Context: an optimization exercise on an open-source flow, tuned for small area. The choices shown serve that exercise and are no tape-out recipe.
In this exercise RTL edits were held to simulation tests only and were not proved equivalent to the original.
Power and IR drop assume default switching activity. The flow treats the clock pin as an ideal source, which a real chip does not have.

## run 2
// process_engine
module process_engine (
  input  logic        clock,
  input  logic        reset,
  input  logic        input_valid,
  input  logic [1:0]  opcode,
  input  logic [15:0] key,
  input  logic [15:0] wr_data,
  output logic        stall,
  output logic        output_valid,
  output logic [15:0] val_out,
  output logic [2:0]  rescode
);
  localparam int SW = 29;
  localparam int NS = 4;
  localparam int LW = NS * SW;
  localparam int NB = 16;
  logic [LW-1:0] ring [NB];
  logic [3:0]    phase;      
  logic          sweeping;   
  logic          h_valid;
  logic [1:0]    h_op;
  logic [3:0]    h_hash;
  logic [11:0]   h_key;
  logic          h_key_zero;   
  logic [15:0]   h_data;
  logic          is_insert, is_delete;
  logic [NS-1:0] v, m;
  logic          any_hit, any_free, ok_now, fire, we;
  logic [2:0]    code;
  logic [SW-1:0] slot0;
  assign is_insert  = (h_op == 2'd2);
  assign h_key_zero = (h_hash == 4'd0) && (h_key == 12'd0);
  assign is_delete  = (h_op == 2'd3);
  always_comb begin
    for (int s = 0; s < NS; s++) begin
      v[s] = ring[0][s*SW] && !sweeping;
      m[s] = v[s] && (ring[0][s*SW+1 +: 12] == h_key);
    end
  end
  assign any_hit  = |m;
  assign any_free = !(&v);
  always_comb begin
    if (any_hit)                                   ok_now = m[0];
    else if (is_insert && any_free && !h_key_zero) ok_now = !v[0];
    else                                           ok_now = 1'b1;
  end
  assign fire  = h_valid && (phase == h_hash) && ok_now;
  assign stall = h_valid && !fire;
  assign we    = fire && ((is_insert && (any_hit || (any_free && !h_key_zero))) ||
                          (is_delete && any_hit));
  always_comb begin
    case (h_op)
      2'd1:    code = any_hit ? 3'd1 : 3'd0;
      2'd2:    code = any_hit ? 3'd3 : (any_free ? 3'd2 : 3'd4);
  ...
==> module process_engine, before the edit <==
module process_engine (
  input  logic        clock,
  input  logic        reset,
  input  logic        input_valid,
  input  logic [1:0]  opcode,
  input  logic [15:0] key,
  input  logic [15:0] wr_data,
  output logic        stall,
  output logic        output_valid,
  output logic [15:0] val_out,
  output logic [2:0]  rescode
);
  localparam int SW = 29;
  localparam int NS = 4;
  localparam int LW = NS * SW;
  localparam int NB = 16;
  logic [LW-1:0] ring [NB];
  logic [3:0]    phase;      
  logic          sweeping;   
  logic          h_valid;
  logic [1:0]    h_op;
  logic [3:0]    h_hash;
  logic [11:0]   h_key;
  logic          h_key_zero;   
  logic [15:0]   h_data;
  logic          is_insert, is_delete;
  logic [NS-1:0] v, m;
  logic          any_hit, any_free, ok_now, fire, we;
  logic [2:0]    code;
  logic [SW-1:0] slot0;
  assign is_insert  = (h_op == 2'd2);
  assign h_key_zero = (h_hash == 4'd0) && (h_key == 12'd0);
  assign is_delete  = (h_op == 2'd3);
  always_comb begin
    for (int s = 0; s < NS; s++) begin
      v[s] = ring[0][s*SW] && !sweeping;
      m[s] = v[s] && (ring[0][s*SW+1 +: 12] == h_key);
    end
  end
  assign any_hit  = |m;
  assign any_free = !(&v);
  always_comb begin
    if (any_hit)                                   ok_now = m[0];
    else if (is_insert && any_free && !h_key_zero) ok_now = !v[0];
    else                                           ok_now = 1'b1;
  end
  assign fire  = h_valid && (phase == h_hash) && ok_now;
  assign stall = h_valid && !fire;
  assign we    = fire && ((is_insert && (any_hit || (any_free && !h_key_zero))) ||
                          (is_delete && any_hit));
  always_comb begin
    case (h_op)
      2'd1:    code = any_hit ? 3'd1 : 3'd0;
      2'd2:    code = any_hit ? 3'd3 : (any_free ? 3'd2 : 3'd4);
      2'd3:    code = any_hit ? 3'd5 : 3'd0;
      default: code = 3'd0;
    endcase
  end
  assign slot0[0]       = we ? !is_delete : v[0];
  assign slot0[1 +: 28] = we ? {h_data, h_key} : ring[0][1 +: 28];
  always_ff @(posedge clock) begin
    for (int i = 0; i < NB - 1; i++) begin
      ring[i] <= ring[i+1];
    end
    for (int s = 1; s < NS; s++) begin
      ring[NB-1][(s-1)*SW]          <= v[s];
      ring[NB-1][(s-1)*SW+1 +: 28]  <= ring[0][s*SW+1 +: 28];
    end
    ring[NB-1][(NS-1)*SW +: SW] <= slot0;
  end
  always_ff @(posedge clock) begin
    if (reset) begin
      phase        <= 4'd0;
      sweeping     <= 1'b1;
      output_valid <= 1'b0;
      h_valid      <= 1'b0;
    end else begin
      phase        <= phase + 4'd1;
      if (&phase) sweeping <= 1'b0;
      output_valid <= fire;
      if (!stall) h_valid <= input_valid && (opcode != 2'd0);
    end
  end
  always_ff @(posedge clock) begin
    if (!stall) begin
      h_op       <= opcode;
      h_hash     <= key[3:0] ^ key[7:4] ^ key[11:8] ^ key[15:12];
      h_key      <= key[11:0];
      h_data     <= wr_data;
    end
    rescode <= code;
  end
  assign val_out = (rescode == 3'd1) ? ring[NB-1][(NS-1)*SW+13 +: 16] : 16'd0;
endmodule
clock: 5.0 ns
lec_check: 0
abc_area: 0
cap_margin: 20
core_margin: 2
core_utilization: 70
slew_margin: 20
standard.sh (not shown) runs the stock make flow with config.mk's settings and CLKGATE_MAP_FILE= SYNTH_SCRIPT=/design/flow/synth_recipe.tcl, a recipe that flattens the netlist after the stock synthesis.
==> flow/flow/run.sh <==
#!/bin/bash
# The standard layout with our own clock tree settings (no dummy loads,
# large leaf clusters), drive-1 port buffers, and combinational cells sized
# down after floorplan so that the repair steps size up only what needs it
set -euo pipefail
export CTS_ARGS="-sink_clustering_enable -repair_clock_nets -dont_use_dummy_load -buf_list \"sky130_fd_sc_hd__clkbuf_8 sky130_fd_sc_hd__clkbuf_16\" -sink_clustering_size 32 -sink_clustering_max_diameter 60 -root_buf sky130_fd_sc_hd__clkbuf_8 -tree_buf sky130_fd_sc_hd__clkbuf_8 -sink_clustering_buffer sky130_fd_sc_hd__clkbuf_16"
export BUFFER_PORTS_ARGS="-buffer_cell sky130_fd_sc_hd__buf_1"
export POST_FLOORPLAN_TCL="$PWD/flow/downsize.tcl"
bash standard.sh > standard_flow.log 2>&1
==> flow/flow/downsize.tcl <==
# Size combinational cells down to drive 1 where the library has that size;
# the later repair steps size up whatever timing, slew or load needs.
set downsized 0
foreach inst [get_cells *] {
  set cell [get_property $inst ref_name]
  if {[regexp {^(sky130_fd_sc_hd__([a-z0-9]+))_([0-9]+)$} $cell -> base kind size]} {
    if {$size > 1 && ![regexp {^(df|edf|sdf|dl|clk|conb|tap|fill|decap|diode|ha|fa|lpflow)} $kind]} {
      set lc [get_lib_cells -quiet */${base}_1]
      if {[llength $lc] > 0} {
        replace_cell $inst ${base}_1
        incr downsized
      }
    }
  }
}
puts "downsized $downsized cells"
Input-level comparison between run 3 and run 2:
--- a/flow/design.v
+++ b/flow/design.v
@@ -45,10 +45,6 @@
   logic [3:0]    phase;      
   logic          sweeping;   
-  logic          h_valid;
-  logic [1:0]    h_op;
-  logic [3:0]    h_hash;
-  logic [11:0]   h_key;
-  logic          h_key_zero;   
-  logic [15:0]   h_data;
+  logic [3:0]    hash;
+  logic          key_zero;
   logic          is_insert, is_delete;
   logic [NS-1:0] v, m;
@@ -56,11 +52,12 @@
   logic [2:0]    code;
   logic [SW-1:0] slot0;
-  assign is_insert  = (h_op == 2'd2);
-  assign h_key_zero = (h_hash == 4'd0) && (h_key == 12'd0);
-  assign is_delete  = (h_op == 2'd3);
+  assign hash      = key[3:0] ^ key[7:4] ^ key[11:8] ^ key[15:12];
+  assign key_zero  = (key == 16'd0);
+  assign is_insert = (opcode == 2'd2);
+  assign is_delete = (opcode == 2'd3);
   always_comb begin
     for (int s = 0; s < NS; s++) begin
       v[s] = ring[0][s*SW] && !sweeping;
-      m[s] = v[s] && (ring[0][s*SW+1 +: 12] == h_key);
+      m[s] = v[s] && (ring[0][s*SW+1 +: 12] == key[11:0]);
     end
   end
@@ -68,14 +65,14 @@
   assign any_free = !(&v);
   always_comb begin
-    if (any_hit)                                   ok_now = m[0];
-    else if (is_insert && any_free && !h_key_zero) ok_now = !v[0];
-    else                                           ok_now = 1'b1;
+    if (any_hit)                                 ok_now = m[0];
+    else if (is_insert && any_free && !key_zero) ok_now = !v[0];
+    else                                         ok_now = 1'b1;
   end
-  assign fire  = h_valid && (phase == h_hash) && ok_now;
-  assign stall = h_valid && !fire;
-  assign we    = fire && ((is_insert && (any_hit || (any_free && !h_key_zero))) ||
+  assign stall = !((phase == hash) && ok_now);
+  assign fire  = input_valid && !stall && (opcode != 2'd0);
+  assign we    = fire && ((is_insert && (any_hit || (any_free && !key_zero))) ||
                           (is_delete && any_hit));
   always_comb begin
-    case (h_op)
+    case (opcode)
       2'd1:    code = any_hit ? 3'd1 : 3'd0;
       2'd2:    code = any_hit ? 3'd3 : (any_free ? 3'd2 : 3'd4);
@@ -84,6 +81,6 @@
     endcase
   end
-  assign slot0[0]       = we ? !is_delete : v[0];
-  assign slot0[1 +: 28] = we ? {h_data, h_key} : ring[0][1 +: 28];
+  assign slot0[0]      = we ? !is_delete : v[0];
+  assign slot0[1 +: 28] = we ? {wr_data, key[11:0]} : ring[0][1 +: 28];
   always_ff @(posedge clock) begin
     for (int i = 0; i < NB - 1; i++) begin
@@ -101,19 +98,11 @@
       sweeping     <= 1'b1;
       output_valid <= 1'b0;
-      h_valid      <= 1'b0;
     end else begin
       phase        <= phase + 4'd1;
       if (&phase) sweeping <= 1'b0;
       output_valid <= fire;
-      if (!stall) h_valid <= input_valid && (opcode != 2'd0);
     end
   end
   always_ff @(posedge clock) begin
-    if (!stall) begin
-      h_op       <= opcode;
-      h_hash     <= key[3:0] ^ key[7:4] ^ key[11:8] ^ key[15:12];
-      h_key      <= key[11:0];
-      h_data     <= wr_data;
-    end
     rescode <= code;
   end
==> comparison <==
No run among run 2 and run 3 stopped early or left any final violation; all are clean.
On global-route wire length before repair: between run 2 and run 3, it ends up higher for run 2.
Taking run 2 as the reference, in run 3 clock insertion delay at the later pin of the skew report neither gained nor lost much, final critical delay including setup and external delays lost 0.087 ns.
Run 3 against run 2: number of diodes lost 3; number of global-route vias before repair went down 146; internal power went down; number of non-filler instances in the completed layout down about 1.8%; layout clock buffer count has decreased.
Routing usage on met1 (lower): run 3
Wire length was higher in the run labelled run 2.
Comparing run 2 with run 3, the sequential share of layout area came out essentially unchanged.
Core util | run 3 vs run 2 | run 3 lower
Diff run 2 -> run 3: critical path depth rose by 2; total power draw shrank by 2.7%.

-- separate check: timing with driven ports --
In the flow no input, the clock included, has a driving cell. The finished layouts below were timed again as built, in two steps. Step 1 assumes that a clkbuf_16 drives the clock port and a buf_2 every other input. Step 2 moves the port delays by t, midway between the first and last clock arrival at a register: inputs arrive t later, outputs are due t later. That takes back most of the time a late clock gives input paths. Three values: no drivers, after step 1, after step 2; two values: the first two.
| run | t, ns | setup slack, ns | cell pins on the clock port's net |
|---|---|---|---|
| run 2 | 0.750 | 1.038 / 0.985 / 1.734 | 1 |
| run 3 | 0.748 | 1.126 / 1.100 / 0.767 | 1 |
After both steps setup and hold are still met in every run listed. The setup slack of run 3, which loses most, moves by -0.026 ns with the drivers and by -0.359 ns with both steps.
